Context: an optimization exercise on an open-source flow, tuned for small area and few clock cycles. The choices shown serve that exercise and are no tape-out recipe.
Function was checked by simulation only, so behaviour that the tests miss may differ from the original.
No activity file was given, so power comes from the tool's default toggle rates.

==> inputs of v20 <==
==> flow/design.v (excerpt) <==
module ubsp_top (
  input  logic        clk,
  input  logic        rst_n,
  input  logic        in_valid,
  output logic        in_stall,
  input  logic [7:0]  in_byte,
  input  logic        in_eos,
  output logic        out_valid,
  input  logic        out_stall,
  output logic [2:0]  out_kind,
  output logic [7:0]  out_char,
  output logic [30:0] out_seq_length,
  output logic        out_qual_ok,
  output logic [3:0]  out_error_code,
  output logic        out_last
);
Settings: LEC_CHECK=0, CAP_MARGIN=20, CORE_MARGIN=2, CORE_UTILIZATION=60, CTS_BUF_LIST=sky130_fd_sc_hd__clkbuf_8, PLACE_DENSITY=0.7, SLEW_MARGIN=20; clock period 8.0 ns.
standard.sh (not shown) runs the stock make flow with config.mk's settings and CLKGATE_MAP_FILE= SYNTH_SCRIPT=/design/flow/synth_recipe.tcl, a recipe that flattens the netlist after the stock synthesis.
==> flow/flow/run.sh <==
#!/bin/bash
# The standard layout (standard.sh), with three changes:
#  - synthesis maps the combinational logic with an area-oriented ABC script
#    (flow/abc.script in place of ORFS's abc_speed.script); the synthesis
#    script, registers and everything after synthesis are ORFS's own;
#  - the port buffers that placement puts on every input and output are
#    sky130_fd_sc_hd__buf_1;
#  - clock tree synthesis uses clkbuf_8 and no dummy loads.
# Each tool's output is in the logs under orfs/logs; make's own output is in
# standard_flow.log.
set -euo pipefail
here=$(pwd)
rm -rf "$here/scripts_abc"
cp -r "$FLOW_HOME/scripts" "$here/scripts_abc"
cp "$here/flow/abc.script" "$here/scripts_abc/abc_speed.script"
bash "$here/standard.sh" SCRIPTS_DIR="$here/scripts_abc" \
  "BUFFER_PORTS_ARGS=-buffer_cell sky130_fd_sc_hd__buf_1" \
  "CTS_ARGS=-sink_clustering_enable -repair_clock_nets -buf_list sky130_fd_sc_hd__clkbuf_8 -dont_use_dummy_load" \
  finish > "$here/standard_flow.log" 2>&1
==> flow/flow/abc.script <==
strash
ifraig
scorr
dc2
strash
&get -n
&deepsyn -T 60
&put
strash
&get -n
&dch -f
&nf -R 1000
&put
==> v16 (differences from v20) <==
--- a/flow/design.v
+++ b/flow/design.v
@@ -5,16 +5,16 @@
   localparam logic [2:0] KIND_DONE  = 3'd3;
   localparam logic [2:0] KIND_END   = 3'd4;
   localparam logic [2:0] KIND_ERROR = 3'd5;
   localparam logic [2:0] T_NAME  = 3'd0;   
   localparam logic [2:0] T_BASE2 = 3'd1;   
-  localparam logic [2:0] T_BASE1 = 3'd2;   
-  localparam logic [2:0] T_QUAL  = 3'd3;   
-  localparam logic [2:0] T_QDONE = 3'd4;   
-  localparam logic [2:0] T_DONE  = 3'd5;   
-  localparam logic [2:0] T_END   = 3'd6;
-  localparam logic [2:0] T_ERROR = 3'd7;
+  localparam logic [2:0] T_QUAL  = 3'd2;   
+  localparam logic [2:0] T_DONE  = 3'd3;   
+  localparam logic [2:0] T_END   = 3'd4;
+  localparam logic [2:0] T_ERROR = 3'd5;
+  localparam logic [2:0] T_BASE1 = 3'd6;   
+  localparam logic [2:0] T_QDONE = 3'd7;   
 endpackage
 module ubsp_core (
   input  logic        clk,
   input  logic        rst_n,
   input  logic        take,
@@ -33,22 +33,22 @@
                          PH_SKIP = 4'd12, PH_DONE = 4'd13, PH_ERROR = 4'd14;
   logic [3:0]  ph_r, ph_nxt;
   logic [5:0]  idx_r, idx_nxt;      
   logic [30:0] r_r, r_nxt;          
   logic [30:0] c_r, c_nxt;          
+  logic        f_r;                 
+  logic [2:0]  k_r;                 
   logic [30:0] n_r, n_nxt;          
-  logic        f_r, f_nxt;          
   logic        g_r, g_nxt;          
-  logic [2:0]  k_r, k_nxt;          
   logic        wlast;               
   logic        wzero;               
   logic [30:0] r_dec;
   logic        r_fin;               
   logic [29:0] c_hdec;
   logic [30:0] c_dec;
   logic        c_one;
-  logic        n_zero;
+  logic        c_zero;
   logic [3:0]  ka, kl, kn, kh;      
   logic [35:0] nx;
   logic [31:0] rx;
   logic [7:0]  ks;
   logic [7:0]  mbyte;
@@ -57,21 +57,23 @@
   assign seq_len  = n_r;
   assign err_code = idx_r[3:0];
   assign hold_seq = (ph_r == PH_CORE) && (idx_r == 6'd20);
   always_comb begin
     ph_nxt = ph_r; idx_nxt = idx_r; r_nxt = r_r; c_nxt = c_r; n_nxt = n_r;
-    f_nxt = f_r; g_nxt = g_r;
+    g_nxt = g_r;
+    f_r = c_r[11];
+    k_r = c_r[10:8];
     push = 1'b0; ptype = ubsp_pkg::T_ERROR; pdata = b;
     code = 4'd0;
     wlast  = (idx_r[1:0] == 2'd3);
     wzero  = ({b, r_r[23:0]} == 32'd0);
     r_dec  = r_r - 31'd1;
     r_fin  = (r_r[30:4] == 27'd0) && (r_r[3:0] == {ph_r[3] || ph_r == PH_CORE, 3'b001});
     c_hdec = c_r[30:1] - 30'd1;
     c_dec  = c_r[0] ? {c_r[30:1], 1'b0} : {c_hdec, 1'b1};
     c_one  = (c_r == 31'd1);
-    n_zero = (n_r == 31'd0);
+    c_zero = (c_r == 31'd0);
     mbyte = {7'd0, idx_r[1] & idx_r[0]}
           | (idx_r[1:0] == 2'd0 ? 8'h42 : 8'h00)
           | (idx_r[1:0] == 2'd1 ? 8'h41 : 8'h00)
           | (idx_r[1:0] == 2'd2 ? 8'h4d : 8'h00);
     rx = {1'b0, r_r};
@@ -80,11 +82,10 @@
     kn = nx[4*idx_r[2:0] +: 4];
     kh = nx[4*idx_r[2:0] + 1 +: 4];
     kl = (idx_r[2:0] == 3'd0) ? c_r[3:0] : (idx_r[2:0] == 3'd1) ? c_r[7:4] : 4'd0;
     ks = 8'd60 + {4'd0, ka} + {5'd0, (idx_r[2:0] == 3'd0) ? 3'd4 : k_r} - {4'd0, kl} - {4'd0, kn}
          - {4'd0, kh} - ((idx_r[2:0] == 3'd0) ? {4'd0, 3'd6, n_r[0]} : 8'd0);
-    k_nxt = idx_r[5] ? k_r : ks[6:4];
     core_end = (ph_r == PH_CORE) && (idx_r == 6'd35);
     bad      = f_r || !k_r[2];
     if (ph_r == PH_ERROR) begin
       push = 1'b1; ptype = ubsp_pkg::T_ERROR;
     end else if (ph_r == PH_DONE) begin
@@ -105,13 +106,13 @@
       end
     end else begin
       unique case (ph_r)
         PH_MAGIC: begin
           idx_nxt = {4'd0, idx_r[1:0] + 2'd1};
-          f_nxt = ((idx_r[1:0] != 2'd0) && f_r) || (b != mbyte);
+          c_nxt[11] = ((idx_r[1:0] != 2'd0) && f_r) || (b != mbyte);
           if (wlast) begin
-            if (f_nxt) begin
+            if (c_nxt[11]) begin
               push = 1'b1; ph_nxt = PH_ERROR; idx_nxt = 6'd2;
             end else begin
               ph_nxt = PH_HLEN;
             end
           end
@@ -166,15 +167,16 @@
             r_nxt[8*idx_r[1:0] +: 8] = b;
             if (idx_r == 6'd3) g_nxt = b[7] || ({b, r_r[23:5]} == 27'd0);
           end else if (idx_r < 6'd24 || idx_r >= 6'd32) begin
             r_nxt = r_dec;
           end
-          if (idx_r == 6'd4) f_nxt = (b != 8'hff);
-          if (idx_r > 6'd4 && idx_r < 6'd12) f_nxt = f_r || (b != 8'hff);
-          if (idx_r == 6'd16 || idx_r == 6'd17) f_nxt = f_r || (b != 8'h00);
-          if (idx_r == 6'd18) f_nxt = f_r || !b[2];
+          if (idx_r == 6'd4) c_nxt[11] = (b != 8'hff);
+          if (idx_r > 6'd4 && idx_r < 6'd12) c_nxt[11] = f_r || (b != 8'hff);
+          if (idx_r == 6'd16 || idx_r == 6'd17) c_nxt[11] = f_r || (b != 8'h00);
+          if (idx_r == 6'd18) c_nxt[11] = f_r || !b[2];
           if (idx_r == 6'd12) c_nxt[7:0] = b;
+          if (!idx_r[5]) c_nxt[10:8] = ks[6:4];
           if (idx_r >= 6'd20 && idx_r < 6'd23) n_nxt[8*idx_r[1:0] +: 8] = b;
           if (idx_r == 6'd23) begin
             n_nxt[30:24] = b[6:0];
             g_nxt = g_r || b[7];
           end
@@ -192,36 +194,34 @@
               end
             end else if (r_fin) begin
               push = 1'b1; ptype = ubsp_pkg::T_DONE; pdata = 8'd1;
             end else if (c_r[7:0] != 8'd0) begin
               ph_nxt = PH_NAME;
-            end else if (!n_zero) begin
-              ph_nxt = PH_BASE; c_nxt = n_r;
             end else begin
-              ph_nxt = PH_AUX;
+              ph_nxt = PH_BASE; c_nxt = n_r;
             end
           end
         end
         default: begin
           r_nxt = r_dec;
           unique case (ph_r)
             PH_NAME: begin
               c_nxt = c_dec;
               if (c_r[7:0] != 8'd1) begin
                 push = 1'b1; ptype = ubsp_pkg::T_NAME;
-              end else if (!n_zero) begin
-                ph_nxt = PH_BASE; c_nxt = n_r;
               end else begin
-                ph_nxt = PH_AUX;
+                ph_nxt = PH_BASE; c_nxt = n_r;
               end
             end
             PH_BASE: begin
-              push = 1'b1;
-              ptype = c_one ? ubsp_pkg::T_BASE1 : ubsp_pkg::T_BASE2;
-              c_nxt = {c_hdec, c_r[0]};
-              if (c_r[30:2] == 29'd0 && !(c_r[1] && c_r[0])) begin
-                ph_nxt = PH_QUAL; c_nxt = n_r;
+              if (!c_zero) begin
+                push = 1'b1;
+                ptype = c_one ? ubsp_pkg::T_BASE1 : ubsp_pkg::T_BASE2;
+                c_nxt = {c_hdec, c_r[0]};
+                if (c_r[30:2] == 29'd0 && !(c_r[1] && c_r[0])) begin
+                  ph_nxt = PH_QUAL; c_nxt = n_r;
+                end
               end
             end
             PH_QUAL: begin
               if (g_r) begin
                 if (b == 8'hff) g_nxt = 1'b0;
@@ -255,12 +255,11 @@
       idx_r <= idx_nxt;
     end
   end
   always_ff @(posedge clk) begin
     if (take) begin
-      r_r <= r_nxt; c_r <= c_nxt; n_r <= n_nxt; k_r <= k_nxt;
-      f_r <= f_nxt; g_r <= g_nxt;
+      r_r <= r_nxt; c_r <= c_nxt; n_r <= n_nxt; g_r <= g_nxt;
     end
   end
 endmodule
 module unaligned_bam_stream_parser (
   input  logic        clk,
@@ -305,56 +304,33 @@
   );
   assign out_valid = v_r;
   assign pop       = v_r && !out_stall;
   assign two       = (ht == ubsp_pkg::T_BASE2) || (ht == ubsp_pkg::T_QDONE);
   assign deq       = pop && (hf_r || !two);
-  assign in_stall  = v_r && (!deq || hold_seq);
+  assign in_stall  = v_r && ((!deq && push) || hold_seq);
   assign take      = in_valid && !in_stall;
+  logic is_base, is_qual, is_done;
   always_comb begin
     nib = hf_r ? hd[3:0] : hd[7:4];
     nt = (nib == 4'd1) ? "A" : (nib == 4'd2) ? "C" : (nib == 4'd4) ? "G" : (nib == 4'd8) ? "T" : "N";
-    out_kind       = ubsp_pkg::KIND_NAME;
-    out_char       = 8'd0;
-    out_seq_length = 31'd0;
-    out_qual_ok    = 1'b0;
-    out_error_code = 4'd0;
-    out_last       = 1'b1;
-    unique case (ht)
-      ubsp_pkg::T_NAME: begin
-        out_char = hd;
-      end
-      ubsp_pkg::T_BASE2, ubsp_pkg::T_BASE1: begin
-        out_kind = ubsp_pkg::KIND_BASE; out_char = nt;
-        out_last = hf_r || (ht == ubsp_pkg::T_BASE1);
-      end
-      ubsp_pkg::T_QUAL: begin
-        out_kind = ubsp_pkg::KIND_QUAL; out_char = hd + 8'd33;
-      end
-      ubsp_pkg::T_QDONE: begin
-        if (hf_r) begin
-          out_kind = ubsp_pkg::KIND_DONE; out_seq_length = seq_len; out_qual_ok = 1'b1;
-        end else begin
-          out_kind = ubsp_pkg::KIND_QUAL; out_char = hd + 8'd33; out_last = 1'b0;
-        end
-      end
-      ubsp_pkg::T_DONE: begin
-        out_kind = ubsp_pkg::KIND_DONE; out_seq_length = seq_len; out_qual_ok = hd[0];
-      end
-      ubsp_pkg::T_END: begin
-        out_kind = ubsp_pkg::KIND_END;
-      end
-      default: begin
-        out_kind = ubsp_pkg::KIND_ERROR; out_error_code = err_code;
-      end
-    endcase
+    is_base = (ht == ubsp_pkg::T_BASE2) || (ht == ubsp_pkg::T_BASE1);
+    is_qual = (ht == ubsp_pkg::T_QUAL) || (ht == ubsp_pkg::T_QDONE && !hf_r);
+    is_done = (ht == ubsp_pkg::T_DONE) || (ht == ubsp_pkg::T_QDONE && hf_r);
+    out_kind       = is_base ? ubsp_pkg::KIND_BASE : is_qual ? ubsp_pkg::KIND_QUAL :
+                     is_done ? ubsp_pkg::KIND_DONE : ht;
+    out_char       = (ht == ubsp_pkg::T_NAME) ? hd : is_base ? nt : is_qual ? hd + 8'd33 : 8'd0;
+    out_seq_length = is_done ? seq_len : 31'd0;
+    out_qual_ok    = is_done && (hd[0] || ht == ubsp_pkg::T_QDONE);
+    out_error_code = (ht == ubsp_pkg::T_ERROR) ? err_code : 4'd0;
+    out_last       = hf_r || !two;
   end
   always_ff @(posedge clk) begin
     if (!rst_n) begin
       v_r  <= 1'b0;
       hf_r <= 1'b0;
     end else begin
-      if (take) v_r <= push;
+      if (take && push) v_r <= 1'b1;
       else if (deq) v_r <= 1'b0;
       if (pop) hf_r <= two && !hf_r;
     end
   end
   always_ff @(posedge clk) begin
--- a/flow/config.mk
+++ b/flow/config.mk
@@ -6,8 +6,7 @@
 export NUM_CORES = 4
 export LEC_CHECK = 0
 export CAP_MARGIN = 20
 export CORE_MARGIN = 2
 export CORE_UTILIZATION = 60
-export CTS_BUF_LIST = sky130_fd_sc_hd__clkbuf_8
 export PLACE_DENSITY = 0.7
 export SLEW_MARGIN = 20
==> v19 (differences from v20) <==
--- a/flow/design.v
+++ b/flow/design.v
@@ -5,16 +5,16 @@
   localparam logic [2:0] KIND_DONE  = 3'd3;
   localparam logic [2:0] KIND_END   = 3'd4;
   localparam logic [2:0] KIND_ERROR = 3'd5;
   localparam logic [2:0] T_NAME  = 3'd0;   
   localparam logic [2:0] T_BASE2 = 3'd1;   
-  localparam logic [2:0] T_BASE1 = 3'd2;   
-  localparam logic [2:0] T_QUAL  = 3'd3;   
-  localparam logic [2:0] T_QDONE = 3'd4;   
-  localparam logic [2:0] T_DONE  = 3'd5;   
-  localparam logic [2:0] T_END   = 3'd6;
-  localparam logic [2:0] T_ERROR = 3'd7;
+  localparam logic [2:0] T_QUAL  = 3'd2;   
+  localparam logic [2:0] T_DONE  = 3'd3;   
+  localparam logic [2:0] T_END   = 3'd4;
+  localparam logic [2:0] T_ERROR = 3'd5;
+  localparam logic [2:0] T_BASE1 = 3'd6;   
+  localparam logic [2:0] T_QDONE = 3'd7;   
 endpackage
 module ubsp_core (
   input  logic        clk,
   input  logic        rst_n,
   input  logic        take,
@@ -33,22 +33,22 @@
                          PH_SKIP = 4'd12, PH_DONE = 4'd13, PH_ERROR = 4'd14;
   logic [3:0]  ph_r, ph_nxt;
   logic [5:0]  idx_r, idx_nxt;      
   logic [30:0] r_r, r_nxt;          
   logic [30:0] c_r, c_nxt;          
+  logic        f_r;                 
+  logic [2:0]  k_r;                 
   logic [30:0] n_r, n_nxt;          
-  logic        f_r, f_nxt;          
   logic        g_r, g_nxt;          
-  logic [2:0]  k_r, k_nxt;          
   logic        wlast;               
   logic        wzero;               
   logic [30:0] r_dec;
   logic        r_fin;               
   logic [29:0] c_hdec;
   logic [30:0] c_dec;
   logic        c_one;
-  logic        n_zero;
+  logic        c_zero;
   logic [3:0]  ka, kl, kn, kh;      
   logic [35:0] nx;
   logic [31:0] rx;
   logic [7:0]  ks;
   logic [7:0]  mbyte;
@@ -57,21 +57,23 @@
   assign seq_len  = n_r;
   assign err_code = idx_r[3:0];
   assign hold_seq = (ph_r == PH_CORE) && (idx_r == 6'd20);
   always_comb begin
     ph_nxt = ph_r; idx_nxt = idx_r; r_nxt = r_r; c_nxt = c_r; n_nxt = n_r;
-    f_nxt = f_r; g_nxt = g_r;
+    g_nxt = g_r;
+    f_r = c_r[11];
+    k_r = c_r[10:8];
     push = 1'b0; ptype = ubsp_pkg::T_ERROR; pdata = b;
     code = 4'd0;
     wlast  = (idx_r[1:0] == 2'd3);
     wzero  = ({b, r_r[23:0]} == 32'd0);
     r_dec  = r_r - 31'd1;
     r_fin  = (r_r[30:4] == 27'd0) && (r_r[3:0] == {ph_r[3] || ph_r == PH_CORE, 3'b001});
     c_hdec = c_r[30:1] - 30'd1;
     c_dec  = c_r[0] ? {c_r[30:1], 1'b0} : {c_hdec, 1'b1};
     c_one  = (c_r == 31'd1);
-    n_zero = (n_r == 31'd0);
+    c_zero = (c_r == 31'd0);
     mbyte = {7'd0, idx_r[1] & idx_r[0]}
           | (idx_r[1:0] == 2'd0 ? 8'h42 : 8'h00)
           | (idx_r[1:0] == 2'd1 ? 8'h41 : 8'h00)
           | (idx_r[1:0] == 2'd2 ? 8'h4d : 8'h00);
     rx = {1'b0, r_r};
@@ -80,11 +82,10 @@
     kn = nx[4*idx_r[2:0] +: 4];
     kh = nx[4*idx_r[2:0] + 1 +: 4];
     kl = (idx_r[2:0] == 3'd0) ? c_r[3:0] : (idx_r[2:0] == 3'd1) ? c_r[7:4] : 4'd0;
     ks = 8'd60 + {4'd0, ka} + {5'd0, (idx_r[2:0] == 3'd0) ? 3'd4 : k_r} - {4'd0, kl} - {4'd0, kn}
          - {4'd0, kh} - ((idx_r[2:0] == 3'd0) ? {4'd0, 3'd6, n_r[0]} : 8'd0);
-    k_nxt = idx_r[5] ? k_r : ks[6:4];
     core_end = (ph_r == PH_CORE) && (idx_r == 6'd35);
     bad      = f_r || !k_r[2];
     if (ph_r == PH_ERROR) begin
       push = 1'b1; ptype = ubsp_pkg::T_ERROR;
     end else if (ph_r == PH_DONE) begin
@@ -105,13 +106,13 @@
       end
     end else begin
       unique case (ph_r)
         PH_MAGIC: begin
           idx_nxt = {4'd0, idx_r[1:0] + 2'd1};
-          f_nxt = ((idx_r[1:0] != 2'd0) && f_r) || (b != mbyte);
+          c_nxt[11] = ((idx_r[1:0] != 2'd0) && f_r) || (b != mbyte);
           if (wlast) begin
-            if (f_nxt) begin
+            if (c_nxt[11]) begin
               push = 1'b1; ph_nxt = PH_ERROR; idx_nxt = 6'd2;
             end else begin
               ph_nxt = PH_HLEN;
             end
           end
@@ -166,15 +167,16 @@
             r_nxt[8*idx_r[1:0] +: 8] = b;
             if (idx_r == 6'd3) g_nxt = b[7] || ({b, r_r[23:5]} == 27'd0);
           end else if (idx_r < 6'd24 || idx_r >= 6'd32) begin
             r_nxt = r_dec;
           end
-          if (idx_r == 6'd4) f_nxt = (b != 8'hff);
-          if (idx_r > 6'd4 && idx_r < 6'd12) f_nxt = f_r || (b != 8'hff);
-          if (idx_r == 6'd16 || idx_r == 6'd17) f_nxt = f_r || (b != 8'h00);
-          if (idx_r == 6'd18) f_nxt = f_r || !b[2];
+          if (idx_r == 6'd4) c_nxt[11] = (b != 8'hff);
+          if (idx_r > 6'd4 && idx_r < 6'd12) c_nxt[11] = f_r || (b != 8'hff);
+          if (idx_r == 6'd16 || idx_r == 6'd17) c_nxt[11] = f_r || (b != 8'h00);
+          if (idx_r == 6'd18) c_nxt[11] = f_r || !b[2];
           if (idx_r == 6'd12) c_nxt[7:0] = b;
+          if (!idx_r[5]) c_nxt[10:8] = ks[6:4];
           if (idx_r >= 6'd20 && idx_r < 6'd23) n_nxt[8*idx_r[1:0] +: 8] = b;
           if (idx_r == 6'd23) begin
             n_nxt[30:24] = b[6:0];
             g_nxt = g_r || b[7];
           end
@@ -192,36 +194,34 @@
               end
             end else if (r_fin) begin
               push = 1'b1; ptype = ubsp_pkg::T_DONE; pdata = 8'd1;
             end else if (c_r[7:0] != 8'd0) begin
               ph_nxt = PH_NAME;
-            end else if (!n_zero) begin
-              ph_nxt = PH_BASE; c_nxt = n_r;
             end else begin
-              ph_nxt = PH_AUX;
+              ph_nxt = PH_BASE; c_nxt = n_r;
             end
           end
         end
         default: begin
           r_nxt = r_dec;
           unique case (ph_r)
             PH_NAME: begin
               c_nxt = c_dec;
               if (c_r[7:0] != 8'd1) begin
                 push = 1'b1; ptype = ubsp_pkg::T_NAME;
-              end else if (!n_zero) begin
-                ph_nxt = PH_BASE; c_nxt = n_r;
               end else begin
-                ph_nxt = PH_AUX;
+                ph_nxt = PH_BASE; c_nxt = n_r;
               end
             end
             PH_BASE: begin
-              push = 1'b1;
-              ptype = c_one ? ubsp_pkg::T_BASE1 : ubsp_pkg::T_BASE2;
-              c_nxt = {c_hdec, c_r[0]};
-              if (c_r[30:2] == 29'd0 && !(c_r[1] && c_r[0])) begin
-                ph_nxt = PH_QUAL; c_nxt = n_r;
+              if (!c_zero) begin
+                push = 1'b1;
+                ptype = c_one ? ubsp_pkg::T_BASE1 : ubsp_pkg::T_BASE2;
+                c_nxt = {c_hdec, c_r[0]};
+                if (c_r[30:2] == 29'd0 && !(c_r[1] && c_r[0])) begin
+                  ph_nxt = PH_QUAL; c_nxt = n_r;
+                end
               end
             end
             PH_QUAL: begin
               if (g_r) begin
                 if (b == 8'hff) g_nxt = 1'b0;
@@ -255,12 +255,11 @@
       idx_r <= idx_nxt;
     end
   end
   always_ff @(posedge clk) begin
     if (take) begin
-      r_r <= r_nxt; c_r <= c_nxt; n_r <= n_nxt; k_r <= k_nxt;
-      f_r <= f_nxt; g_r <= g_nxt;
+      r_r <= r_nxt; c_r <= c_nxt; n_r <= n_nxt; g_r <= g_nxt;
     end
   end
 endmodule
 module unaligned_bam_stream_parser (
   input  logic        clk,
@@ -305,56 +304,33 @@
   );
   assign out_valid = v_r;
   assign pop       = v_r && !out_stall;
   assign two       = (ht == ubsp_pkg::T_BASE2) || (ht == ubsp_pkg::T_QDONE);
   assign deq       = pop && (hf_r || !two);
-  assign in_stall  = v_r && (!deq || hold_seq);
+  assign in_stall  = v_r && ((!deq && push) || hold_seq);
   assign take      = in_valid && !in_stall;
+  logic is_base, is_qual, is_done;
   always_comb begin
     nib = hf_r ? hd[3:0] : hd[7:4];
     nt = (nib == 4'd1) ? "A" : (nib == 4'd2) ? "C" : (nib == 4'd4) ? "G" : (nib == 4'd8) ? "T" : "N";
-    out_kind       = ubsp_pkg::KIND_NAME;
-    out_char       = 8'd0;
-    out_seq_length = 31'd0;
-    out_qual_ok    = 1'b0;
-    out_error_code = 4'd0;
-    out_last       = 1'b1;
-    unique case (ht)
-      ubsp_pkg::T_NAME: begin
-        out_char = hd;
-      end
-      ubsp_pkg::T_BASE2, ubsp_pkg::T_BASE1: begin
-        out_kind = ubsp_pkg::KIND_BASE; out_char = nt;
-        out_last = hf_r || (ht == ubsp_pkg::T_BASE1);
-      end
-      ubsp_pkg::T_QUAL: begin
-        out_kind = ubsp_pkg::KIND_QUAL; out_char = hd + 8'd33;
-      end
-      ubsp_pkg::T_QDONE: begin
-        if (hf_r) begin
-          out_kind = ubsp_pkg::KIND_DONE; out_seq_length = seq_len; out_qual_ok = 1'b1;
-        end else begin
-          out_kind = ubsp_pkg::KIND_QUAL; out_char = hd + 8'd33; out_last = 1'b0;
-        end
-      end
-      ubsp_pkg::T_DONE: begin
-        out_kind = ubsp_pkg::KIND_DONE; out_seq_length = seq_len; out_qual_ok = hd[0];
-      end
-      ubsp_pkg::T_END: begin
-        out_kind = ubsp_pkg::KIND_END;
-      end
-      default: begin
-        out_kind = ubsp_pkg::KIND_ERROR; out_error_code = err_code;
-      end
-    endcase
+    is_base = (ht == ubsp_pkg::T_BASE2) || (ht == ubsp_pkg::T_BASE1);
+    is_qual = (ht == ubsp_pkg::T_QUAL) || (ht == ubsp_pkg::T_QDONE && !hf_r);
+    is_done = (ht == ubsp_pkg::T_DONE) || (ht == ubsp_pkg::T_QDONE && hf_r);
+    out_kind       = is_base ? ubsp_pkg::KIND_BASE : is_qual ? ubsp_pkg::KIND_QUAL :
+                     is_done ? ubsp_pkg::KIND_DONE : ht;
+    out_char       = (ht == ubsp_pkg::T_NAME) ? hd : is_base ? nt : is_qual ? hd + 8'd33 : 8'd0;
+    out_seq_length = is_done ? seq_len : 31'd0;
+    out_qual_ok    = is_done && (hd[0] || ht == ubsp_pkg::T_QDONE);
+    out_error_code = (ht == ubsp_pkg::T_ERROR) ? err_code : 4'd0;
+    out_last       = hf_r || !two;
   end
   always_ff @(posedge clk) begin
     if (!rst_n) begin
       v_r  <= 1'b0;
       hf_r <= 1'b0;
     end else begin
-      if (take) v_r <= push;
+      if (take && push) v_r <= 1'b1;
       else if (deq) v_r <= 1'b0;
       if (pop) hf_r <= two && !hf_r;
     end
   end
   always_ff @(posedge clk) begin
==> flow/flow/abc.script (replaced) <==
strash
ifraig
scorr
dc2
strash
&get -n
&deepsyn -T 300
&put
strash
&get -n
&dch -f
&nf -R 1000
&put
--- a/flow/config.mk
+++ b/flow/config.mk
@@ -6,8 +6,7 @@
 export NUM_CORES = 4
 export LEC_CHECK = 0
 export CAP_MARGIN = 20
 export CORE_MARGIN = 2
 export CORE_UTILIZATION = 60
-export CTS_BUF_LIST = sky130_fd_sc_hd__clkbuf_8
 export PLACE_DENSITY = 0.7
 export SLEW_MARGIN = 20
==> run notes <==
In count of clock-buffer cells in the layout, v19 and v20 do not differ.
Between v20 and v19, the lower sequential share of layout area is in v19 (gap 0.41 points).
In clock power, v16 and v19 hardly differ.
The lowest worst setup slack belongs to v16, the highest to v20.
Flip-flop and latch count: v20 is higher than v19 (4).
Combinational power: v20 < v16 < v19.
The lowest die area belongs to v19, the highest to v20.
Against v19, the non-clock buffer count of v16 is higher by 1.
Core utilization: v16 > v19 > v20.
==> figures <==
Number of vias per cell after detailed routing: v20 7.00; v19 6.88; v16 6.97
Sequential share of cell area: v20 0.365; v19 0.360; v16 0.360
First-pass iteration count of the detailed router: v20 7; v19 7; v16 9
Combined flip-flop and latch cell area: v20 0.00351 mm^2; v19 0.00339 mm^2; v16 0.00339 mm^2
Source-to-sink clock delay at the later pin of the worst-skew pair: v20 0.45 ns; v19 0.47 ns; v16 0.47 ns
Starting Density: v20 0.611; v19 0.615; v16 0.617
Pwr Density: v20 203 mW/mm^2; v19 221 mW/mm^2; v16 209 mW/mm^2
Total global-route track usage: v20 0.377; v19 0.392; v16 0.395
Power drawn by the sequential cells: v20 823 uW; v19 809 uW; v16 777 uW
Number of instances in the synthesized netlist: v20 1019; v19 988; v16 988
Number of placed instances with taps included: v20 1280; v19 1246; v16 1247
Mapped Avg Cell Area: v20 8.64 um^2; v19 8.68 um^2; v16 8.70 um^2
Required time at the worst-slack endpoint: v20 8.21 ns; v19 6.40 ns; v16 8.08 ns
Result of the run: v20 timing/DRC/antenna clean; v19 timing/DRC/antenna clean; v16 timing/DRC/antenna clean
Maximum number of pins on one net before global-route repair: v20 32; v19 35; v16 33
Fraction of synthesized cell area in xor and xnor cells: v20 0.0318; v19 0.0398; v16 0.0326
Min Clock Period, post-route: v20 5.21 ns; v19 5.95 ns; v16 6.83 ns
Origin of the critical flop-to-flop path: v20 u_parser.u_core.idx_r[0]$_SDFFE_PN0P_; v19 u_parser.u_core.idx_r[0]$_SDFFE_PN0P_; v16 u_parser.u_core.c_r[18]$_DFFE_PP_
Power, Total: v20 1960 uW; v19 2080 uW; v16 1980 uW
Testbench counts of v20, summed over its fixed seeds: cycles 366,472.
Testbench counts of v16, summed over its fixed seeds: cycles 365,892.
Testbench counts of v19, summed over its fixed seeds: cycles 365,892.

port drivers added, routing unchanged:
In the flow no input, the clock included, has a driving cell. The finished layouts below were timed again as built, in two steps.
Step 1 sets driving cells, clkbuf_16 on the clock port and buf_2 on the other inputs (assumed; they add their load-dependent delay and slew).
Step 2 also shifts input and output timing later by t, the mid clock arrival at the registers, as if the neighbouring blocks saw the same clock.
Slacks: ideal / step 1 / step 2; pairs: ideal / step 1.
| run | t (ns) | slack for setup (ns) | latest minus earliest clock arrival (ns) | slew at the worst register clock pin (ns) | cell pins on the clock port's net |
|---|---|---|---|---|---|
| v20 | 0.476 | 2.786 / 2.786 / 2.786 | 0.031 / 0.031 | 0.08 / 0.08 | 1 |
| v16 | 0.493 | 1.174 / 1.174 / 1.131 | 0.033 / 0.033 | 0.08 / 0.08 | 1 |
| v19 | 0.498 | 2.050 / 2.009 / 2.186 | 0.024 / 0.024 | 0.07 / 0.07 | 1 |
After both steps setup and hold are still met in every run listed. The setup slack of v16, which loses most, moves by 0.000 ns with the drivers and by -0.043 ns with both steps.
